Background: an optimization exercise with open tools, aiming at small area, a short achievable clock period and few clock cycles per item. Do not read the settings as production practice. Where RTL was checked, it was by simulation tests only, not by an equivalence proof against the original. Power and IR drop assume default switching activity.

alpha:
==> flow/design.v <==
package seg_geom_pkg;
    localparam int IMG_W       = 16;
    localparam int IMG_H       = 16;
    localparam int NUM_CH      = 3;
    localparam int NUM_PIX     = IMG_W * IMG_H;
    localparam int NUM_BYTES   = NUM_PIX * NUM_CH;
    localparam int NUM_CLASSES = 4;
    typedef logic [7:0] pix_idx_t;
    typedef logic [1:0] label_t;
    typedef logic [7:0] pixel_t;
endpackage
package seg_ctrl_pkg;
    localparam int MEM_ADDR_W      = 20;
    localparam int WORDS_PER_FRAME = 192;
endpackage
`timescale 1ns/1ns
module frame_ram (
    input  logic       clk,
    input  logic       shift,
    input  logic [3:0] pair_in,      
    input  logic [7:0] raddr,
    output logic [1:0] rdata
);
    logic [511:0] mem;
    always_ff @(posedge clk) begin
        if (shift) begin
            mem <= {pair_in, mem[511:4]};
        end
    end
    logic [7:0]  dlo;
    logic [15:0] dhi;
    logic [3:0]  grp [0:15];
    logic [3:0]  rd;
    logic [3:0]  pair_q;
    logic        odd_q;
    always_comb begin
        for (int k = 0; k < 8; k++) begin
            dlo[k] = (raddr[3:1] == 3'(k));
        end
        for (int i = 0; i < 16; i++) begin
            dhi[i] = (raddr[7:4] == 4'(i));
        end
        for (int i = 0; i < 16; i++) begin
            grp[i] = 4'b0000;
            for (int k = 0; k < 8; k++) begin
                grp[i] = grp[i] | ({4{dlo[k]}} & mem[4*(8*i+k) +: 4]);
            end
        end
        rd = 4'b0000;
        for (int i = 0; i < 16; i++) begin
            rd = rd | ({4{dhi[i]}} & grp[i]);
        end
    end
    always_ff @(posedge clk) begin
        pair_q <= rd;
        odd_q  <= raddr[0];
    end
    assign rdata = odd_q ? pair_q[3:2] : pair_q[1:0];
endmodule
`timescale 1ns/1ns
module class_cmp (
    input  logic [7:0] r,
    input  logic [7:0] g,
    input  logic [7:0] b,
    output logic [2:0] mx        
);
    function automatic logic ge8(input logic [7:0] x, input logic [7:0] y);
        logic c;
        c = 1'b1;
        for (int i = 0; i < 8; i++) begin
            c = (x[i] & ~y[i]) | (x[i] & c) | (~y[i] & c);
        end
        ge8 = c;
    endfunction
    logic r_ge_g, r_ge_b, g_ge_b;
    assign r_ge_g = ge8(r, g);
    assign r_ge_b = ge8(r, b);
    assign g_ge_b = ge8(g, b);
    assign mx[0] = r_ge_g && r_ge_b;
    assign mx[1] = !r_ge_g && g_ge_b;
    assign mx[2] = !mx[0] && !mx[1];
endmodule
module class_sort (
    input  logic [7:0] r,
    input  logic [7:0] g,
    input  logic [7:0] b,
    input  logic [2:0] mx,       
    output logic [7:0] m,        
    output logic [7:0] a1,       
    output logic [7:0] b1
);
    assign m  = ({8{mx[0]}} & r) | ({8{mx[1]}} & g) | ({8{mx[2]}} & b);
    assign a1 = ({8{mx[0]}} & g) | ({8{!mx[0]}} & r);
    assign b1 = ({8{mx[2]}} & g) | ({8{!mx[2]}} & b);
endmodule
module class_scorer (
    input  logic [7:0] m,        
    input  logic [7:0] a1,
    input  logic [7:0] b1,
    input  logic [1:0] mx,       
    output logic [1:0] lbl
);
    function automatic logic over(input logic [7:0] x, input logic [7:0] y, input logic [7:0] z);
        logic [10:0] p, q, s, k;
        logic [10:0] cc;
        logic c;
        integer i;
        p = 11'd0;
        q = 11'd0;
        for (i = 0; i < 8; i = i + 1) begin
            p[i]   = x[i] ^ y[i] ^ ~z[i];
            q[i+1] = (x[i] & y[i]) | (x[i] & ~z[i]) | (y[i] & ~z[i]);
        end
        cc = 11'd668;
        s = 11'd0;
        k = 11'd0;
        for (i = 0; i < 10; i = i + 1) begin
            s[i]   = p[i] ^ q[i] ^ cc[i];
            k[i+1] = cc[i] ? (p[i] | q[i]) : (p[i] & q[i]);
        end
        c = 1'b0;
        for (i = 0; i < 10; i = i + 1) begin
            c = (s[i] & k[i]) | (s[i] & c) | (k[i] & c);
        end
        over = c | k[10];
    endfunction
    always_comb begin
        if (over(a1, b1, m)) lbl = 2'd3;
        else if (mx[0])      lbl = 2'd0;
        else if (mx[1])      lbl = 2'd1;
        else                 lbl = 2'd2;
    end
endmodule
`timescale 1ns/1ns
module seg_top (
    input  logic                                clk,
    input  logic                                rst,
    input  logic                                start_process,
    output logic                                processing_done,
    output logic                                mem_req,
    output logic [seg_ctrl_pkg::MEM_ADDR_W-1:0] mem_addr,
    input  logic                                mem_ack,
    input  logic [31:0]                         mem_rdata,
    input  seg_geom_pkg::pix_idx_t              label_addr,
    output seg_geom_pkg::label_t                label,
    output logic [9:0]                          leds
);
    logic        busy;        
    logic        flag;        
    logic [7:0]  waddr;       
    logic [2:0]  wph;         
    logic        got;         
    logic        v1, v2;      
    logic [1:0]  ph1, ph2;    
    logic        last1, last2;  
    logic [23:0] pa;          
    logic [23:0] pb;          
    logic [23:0] sa, sb;      
    logic [1:0]  xa, xb;      
    logic [1:0]  pend;        
    logic        shift;       
    logic [3:0]  pair_in;     
    assign got = mem_req && mem_ack;
    always_ff @(posedge clk or posedge rst) begin
        if (rst) begin
            busy    <= 1'b0;
            flag    <= 1'b0;
            mem_req <= 1'b0;
            waddr   <= '0;
            wph     <= 3'b001;
            v1      <= 1'b0;
            ph1     <= '0;
            last1   <= 1'b0;
            v2      <= 1'b0;
            ph2     <= '0;
            last2   <= 1'b0;
        end else begin
            v1    <= got;
            ph1   <= wph[2:1];
            last1 <= got && (waddr == 8'(seg_ctrl_pkg::WORDS_PER_FRAME - 1));
            v2    <= v1;
            ph2   <= ph1;
            last2 <= v1 && last1;
            if (!busy) begin
                if (start_process) begin
                    busy    <= 1'b1;
                    flag    <= 1'b0;
                    mem_req <= 1'b1;
                    waddr   <= '0;
                    wph     <= 3'b001;
                end
            end else begin
                if (got) begin
                    waddr <= waddr + 1'b1;
                    wph   <= {wph[1:0], wph[2]};
                    if (waddr == 8'(seg_ctrl_pkg::WORDS_PER_FRAME - 1)) begin
                        mem_req <= 1'b0;
                    end
                end
                if (v2 && last2) begin
                    busy <= 1'b0;
                    flag <= 1'b1;
                end
            end
        end
    end
    logic [15:0] h;
    logic [23:0] na;
    assign h = pb[23:8];
    always_comb begin
        na = ({24{wph[0]}} & mem_rdata[23:0])
           | ({24{wph[1]}} & {mem_rdata[15:0], h[15:8]})
           | ({24{wph[2]}} & {mem_rdata[7:0], h});
    end
    always_ff @(posedge clk) begin
        pa <= na;
        if (got) begin
            pb <= mem_rdata[31:8];
        end
    end
    logic [2:0] mxa, mxb;
    logic [7:0] ma, a1a, b1a, mb, a1b, b1b;
    class_cmp  u_cmp_a  (.r(pa[7:0]), .g(pa[15:8]), .b(pa[23:16]), .mx(mxa));
    class_sort u_sort_a (.r(pa[7:0]), .g(pa[15:8]), .b(pa[23:16]), .mx(mxa),
                         .m(ma), .a1(a1a), .b1(b1a));
    class_cmp  u_cmp_b  (.r(pb[7:0]), .g(pb[15:8]), .b(pb[23:16]), .mx(mxb));
    class_sort u_sort_b (.r(pb[7:0]), .g(pb[15:8]), .b(pb[23:16]), .mx(mxb),
                         .m(mb), .a1(a1b), .b1(b1b));
    always_ff @(posedge clk) begin
        sa <= {ma, a1a, b1a};
        xa <= mxa[1:0];
        sb <= {mb, a1b, b1b};
        xb <= mxb[1:0];
    end
    logic [1:0] la, lb;
    class_scorer u_cls_a (.m(sa[23:16]), .a1(sa[15:8]), .b1(sa[7:0]), .mx(xa), .lbl(la));
    class_scorer u_cls_b (.m(sb[23:16]), .a1(sb[15:8]), .b1(sb[7:0]), .mx(xb), .lbl(lb));
    always_ff @(posedge clk) begin
        if (v2 && ph2 == 2'd0) begin
            pend <= la;
        end
    end
    assign shift   = v2 && (ph2 != 2'd0);
    assign pair_in = ph2[0] ? {la, pend} : {lb, la};
    frame_ram u_label_ram (
        .clk     (clk),
        .shift   (shift),
        .pair_in (pair_in),
        .raddr   (label_addr),
        .rdata   (label)
    );
    assign processing_done = !busy;
    assign mem_addr        = {12'b0, waddr};
    assign leds            = {7'b0, flag, 1'b0, busy};
endmodule
export LEC_CHECK = 0
export ABC_CLOCK_PERIOD_IN_PS = 2000
export CAP_MARGIN = 20
export CORE_MARGIN = 2
export CORE_UTILIZATION = 60
export CTS_BUF_LIST = sky130_fd_sc_hd__clkbuf_16
export CTS_CLUSTER_DIAMETER = 60
export CTS_CLUSTER_SIZE = 24
export SETUP_SLACK_MARGIN = 5
export SLEW_MARGIN = 20
export SYNTH_MEMORY_MAX_BITS = 16384
create_clock -name core_clock -period 8.0 [get_ports {clk}]
run.sh (not shown) runs the stock make flow with config.mk's settings and CLKGATE_MAP_FILE= SYNTH_SCRIPT=/design/flow/synth_recipe.tcl, a recipe that flattens the netlist after the stock synthesis.
alpha has completed all stages; timing, DRC and antenna checks passed.
Modified inputs, beta compared to alpha
diff --git a/flow/config.mk b/flow/config.mk
--- a/flow/config.mk
+++ b/flow/config.mk
@@ -8 +7,0 @@
-export ABC_CLOCK_PERIOD_IN_PS = 2000
@@ -16,0 +16 @@
+export SYNTH_HIERARCHICAL = 1
Results
- beta vs alpha on global-route total usage across every layer: beta is the higher one.
- Cell count after synthesis, alpha and beta: smaller value in alpha
- Diff alpha -> beta: final instance count without filler cells higher, overall power of the completed layout now sits higher, routed wire length rose by 14 mm.
Function was not checked in any run of this note: the RTL went through the layout flow alone.

* * *

## run 1
Starts from the design.v that is shown in full above.
clock: 8.0 ns
lec_check: 0
cap_margin: 20
core_margin: 2
core_utilization: 60
cts_buf_list: sky130_fd_sc_hd__clkbuf_16
cts_cluster_diameter: 70
cts_cluster_size: 28
place_density: 0.8
setup_slack_margin: 5
slew_margin: 20
synth_memory_max_bits: 16384
--- input diff run 1..run 2 ---
- swapping 70 for 60 in CTS_CLUSTER_DIAMETER
- swapping 28 for 24 in CTS_CLUSTER_SIZE
- clearing PLACE_DENSITY, which used to be 0.8
- swapping 5 for 4.6 in SETUP_SLACK_MARGIN
==> comparison <==
Going from run 1 to run 2, the final hold slack was found to have gone down by 0.012 ns.
Comparing run 2 and run 1, the lower filler cell count in the final layout was measured on run 1.
Run 2 ended up with a lower first-pass GRT wire length than run 1 did.
Diff run 1 -> run 2 | switching part of the total | decrease of 0.20 points
Total design power, run 2 and run 1, lower one = run 1.
Here is what was changed in the inputs of run 3 compared with run 2.
- changing SETUP_SLACK_MARGIN from 4.6 to 5
- setting PLACE_DENSITY to 0.8 for the first time
Results
Number of diodes added for antenna fixing ended up 1 lower on run 3 than on run 2.
Reported for run 2 and run 3, floorplan row count turned out identical to the last digit.
Run 2 → run 3: number of failing hold endpoints at the final stage closely matched the old numbers; net switching power decreased by 0.33% relative to the old numbers; proportion of total power due to net switching increased by 0.32 points relative to the old numbers.
Against run 2, total wire length in run 3 rose slightly.
Compare run 2 and run 3 | number of detailed-route iterations in the first pass higher: run 3
No run of this note included a check of the RTL's function; only the layout flow was run.

* * *

exp/onyx:
seg_top, a different RTL version from the one above (not shown whole).
Size in the first run: ~1600 cells after synthesis, ~78 I/O pins, roughly 25000 um^2 of cells after synthesis.
==> flow/config.mk <==
export PLATFORM = sky130hd
export DESIGN_NAME = seg_top
export DESIGN_NICKNAME = seg_top
export VERILOG_FILES = /design/flow/design.v
export SDC_FILE = /design/flow/constraint.sdc
export NUM_CORES = 4
export LEC_CHECK = 0
export ABC_CLOCK_PERIOD_IN_PS = 2000
export CAP_MARGIN = 20
export CORE_MARGIN = 2
export CORE_UTILIZATION = 70
export CTS_BUF_LIST = sky130_fd_sc_hd__clkbuf_16
export CTS_CLUSTER_DIAMETER = 80
export CTS_CLUSTER_SIZE = 30
export SETUP_SLACK_MARGIN = 5
export SLEW_MARGIN = 20
export SYNTH_MEMORY_MAX_BITS = 16384
==> flow/constraint.sdc <==
create_clock -name core_clock -period 8.0 [get_ports {clk}]
set_input_delay 1.6000 -clock core_clock [delete_from_list [all_inputs] [get_ports {clk}]]
set_output_delay 1.6000 -clock core_clock [all_outputs]
set_load 0.01 [all_outputs]
Testbench counts of exp/onyx, summed over its fixed seeds: cycles 30,746, frames 64.
What exp/lagoon does differently from exp/onyx at the input level:
Settings: swapping 80 for 40 in CTS_CLUSTER_DIAMETER; swapping 70 for 50 in CORE_UTILIZATION; swapping 30 for 16 in CTS_CLUSTER_SIZE; swapping sky130_fd_sc_hd__clkbuf_16 for sky130_fd_sc_hd__clkbuf_8 in CTS_BUF_LIST.
Results
- The final layout from exp/lagoon, which completed every stage, passed the timing, DRC and antenna checks at the end of the flow.
- Delta (exp/lagoon minus exp/onyx): total power now larger; highest fanout seen on the critical path went down by 16.
- Between exp/onyx and exp/lagoon, relative contribution of the clock network to total power is lower for exp/onyx, exp/lagoon comes in above that.
- Combinational group share of total power is higher on exp/onyx
- Critical path's largest stage delay, exp/onyx and exp/lagoon, lower one = exp/lagoon.
- Going from exp/onyx to exp/lagoon, the count of non-filler cells in the finished layout was found to have gone up by about 17%.
- Sort exp/onyx and exp/lagoon by total routing resource utilization after global routing, descending, and exp/onyx comes first.
- exp/lagoon vs exp/onyx — worst-case hold slack dropped 0.022 ns.
- Final critical-path setup slack up 0.33 ns in exp/lagoon wrt exp/onyx
Setup changes, exp/lagoon to exp/yarrow
Settings: CTS_BUF_LIST: sky130_fd_sc_hd__clkbuf_8 -> sky130_fd_sc_hd__clkbuf_16; CTS_CLUSTER_DIAMETER: 40 -> 50; CTS_CLUSTER_SIZE: 16 -> 24.
Notes after the runs:
Every stage of the flow completed for exp/yarrow, and the final layout passed the timing, DRC and antenna checks.
The total number of vias on exp/lagoon is in line with that on exp/yarrow.
Of the two candidates, exp/lagoon has the better worst hold-check slack and exp/yarrow the worse one.
Relative contribution of the clock network to total power: exp/yarrow vs exp/lagoon up 0.6 points
Looking at endpoint required time on the critical path, exp/yarrow sits 0.12 ns lower than exp/lagoon does.
exp/yarrow: total power of the final layout is about 1.1% higher than what exp/lagoon reported.
exp/lagoon → exp/yarrow: share of total power in combinational logic flat, net count of the finished layout fell by about 0.9%.
Changes observed in exp/yarrow relative to exp/lagoon: final cell count fell by about 1.7%, wire length rose by about 2.3%.
exp/yarrow: sequential portion of the cell area 0.76 points below exp/lagoon
Against exp/lagoon, exp/yarrow comes in 1.9 points higher on global-route track usage on met2.

* * *

seg_top, a different RTL version from the one above (not shown whole).
Size: roughly 1400 cells after synthesis, ~0.023 mm² of cells after synthesis.
export LEC_CHECK = 0
export CAP_MARGIN = 20
export CORE_MARGIN = 2
export CORE_UTILIZATION = 60
export CTS_BUF_LIST = sky130_fd_sc_hd__clkbuf_16
export CTS_CLUSTER_DIAMETER = 80
export CTS_CLUSTER_SIZE = 30
export PLACE_DENSITY = 0.9
export SETUP_SLACK_MARGIN = 4.8
export SLEW_MARGIN = 20
export SYNTH_MEMORY_MAX_BITS = 16384
create_clock -name core_clock -period 8.0 [get_ports {clk}]
standard.sh (not shown) runs the stock make flow with config.mk's settings and CLKGATE_MAP_FILE= SYNTH_SCRIPT=/design/flow/synth_recipe.tcl, a recipe that flattens the netlist after the stock synthesis.
==> flow/flow/run.sh <==
#!/bin/bash
# Layout flow: the standard ORFS flow (standard.sh) with two changes.
#  1. Synthesis is the standard one (synth_recipe.tcl, ORFS synth.tcl) except for the ABC
#     script that maps the combinational logic: flow/abc.script replaces ORFS's
#     abc_speed.script, in a copy of ORFS's scripts folder made here. Registers are
#     mapped exactly as in the standard synthesis.
#  2. The port buffers that global placement inserts are buf_2 cells.
# Each tool's output goes to a log file in this folder; ORFS also keeps its per-step logs
# under orfs/logs/.
set -euo pipefail
work=$(pwd)
rm -rf "$work/scripts_abc"
cp -r "$FLOW_HOME/scripts" "$work/scripts_abc"
cp "$work/flow/abc.script" "$work/scripts_abc/abc_speed.script"
bash standard.sh "SCRIPTS_DIR=$work/scripts_abc" synth > synth.log 2>&1
bash standard.sh "BUFFER_PORTS_ARGS=-buffer_cell sky130_fd_sc_hd__buf_2" finish > layout.log 2>&1
==> flow/flow/abc.script <==
&get -n
&st
&dch
&nf -R 20
&put
buffer -c
topo
stime -c
upsize -c
dnsize -c
The first run ran to the end with no violations.
Testbench counts at the start, summed over its fixed seeds: cycles 30,746, frames 64.
==> next run, changes <==
Settings changed: CORE_UTILIZATION 60 to 66, PLACE_DENSITY 0.9 to 0.8.
Effect: Cell count shrinks slightly; setup slack improves by 0.096 ns; final area grows slightly; sequential power is about the same; utilization grows by 6.8 points; register-to-register slack improves by 0.05 ns.
==> next run, changes <==
Settings changed: CAP_MARGIN 20 to 5, CORE_UTILIZATION 66 to 60, SLEW_MARGIN 20 to 5.
Routed wire length falls by a few percent.
Global-route usage falls by 2.8 points.
Die area rises by roughly a tenth.
==> next run, changes <==
Settings changed: CAP_MARGIN 5 to 20, SETUP_SLACK_MARGIN 4.8 to 4.7, SLEW_MARGIN 5 to 20.
Outcome: The new run went through all stages and came out clean. Area after synthesis is unchanged. Worst hold slack got worse by 0.0066 ns. Clock skew shrinks by 0.0063 ns. Synthesized cell count is unchanged. Setup slack got worse by 0.071 ns. Final cell count hardly moves. Wire length shrinks by a few percent. Power shrinks slightly. Die area stays the same.
==> next run, changes <==
Settings changed: CTS_BUF_LIST sky130_fd_sc_hd__clkbuf_16 to sky130_fd_sc_hd__clkbuf_8 sky130_fd_sc_hd__clkbuf_16, SETUP_SLACK_MARGIN 4.7 to 4.8.
Effect: Wire length goes up by 3.4%. Critical path depth went down by 2. Clock skew barely changes. Synthesized cell count stays the same.

==> re-timing with driven ports <==
In the flow no input, the clock included, has a driving cell. The finished layouts below were timed again as built, in two steps.
Step 1, drivers: a clkbuf_16 drives clk and a buf_2 each remaining input, both assumed.
Step 2 also shifts input and output timing later by t, the mid clock arrival at the registers, as if the neighbouring blocks saw the same clock.
Slacks: no drivers / after step 1 / after step 2; pairs: no drivers / after step 1.
run | shift t [ns] | setup WS [ns] | worst slew at a driven data input, ns
alpha | 0.637 | 4.649 / 4.495 / 3.857 | 0.28
beta | 0.651 | 4.783 / 4.806 / 4.155 | 0.06
run 1 | 0.624 | 4.725 / 4.386 / 3.762 | 0.44
run 2 | 0.639 | 4.554 / 4.478 / 3.839 | 0.19
run 3 | 0.638 | 4.745 / 4.470 / 3.832 | 0.36
exp/onyx | 0.621 | 4.538 / 4.502 / 3.881 | 0.24
exp/lagoon | 0.752 | 4.865 / 4.692 / 3.940 | 0.27
exp/yarrow | 0.675 | 4.773 / 4.671 / 3.996 | 0.21
the first run of note 4 | 0.657 | 4.699 / 4.707 / 4.050 | 0.06
the second run of note 4 | 0.633 | 4.794 / 4.696 / 4.063 | 0.17
the third run of note 4 | 0.643 | 4.837 / 4.837 / 4.194 | 0.06
the fourth run of note 4 | 0.632 | 4.766 / 4.777 / 4.145 | 0.05
the fifth run of note 4 | 0.643 | 4.825 / 4.826 / 4.184 | 0.06
After both steps setup and hold are still met in every run listed. The setup slack of run 1, which loses most, moves by -0.339 ns with the drivers and by -0.963 ns with both steps.
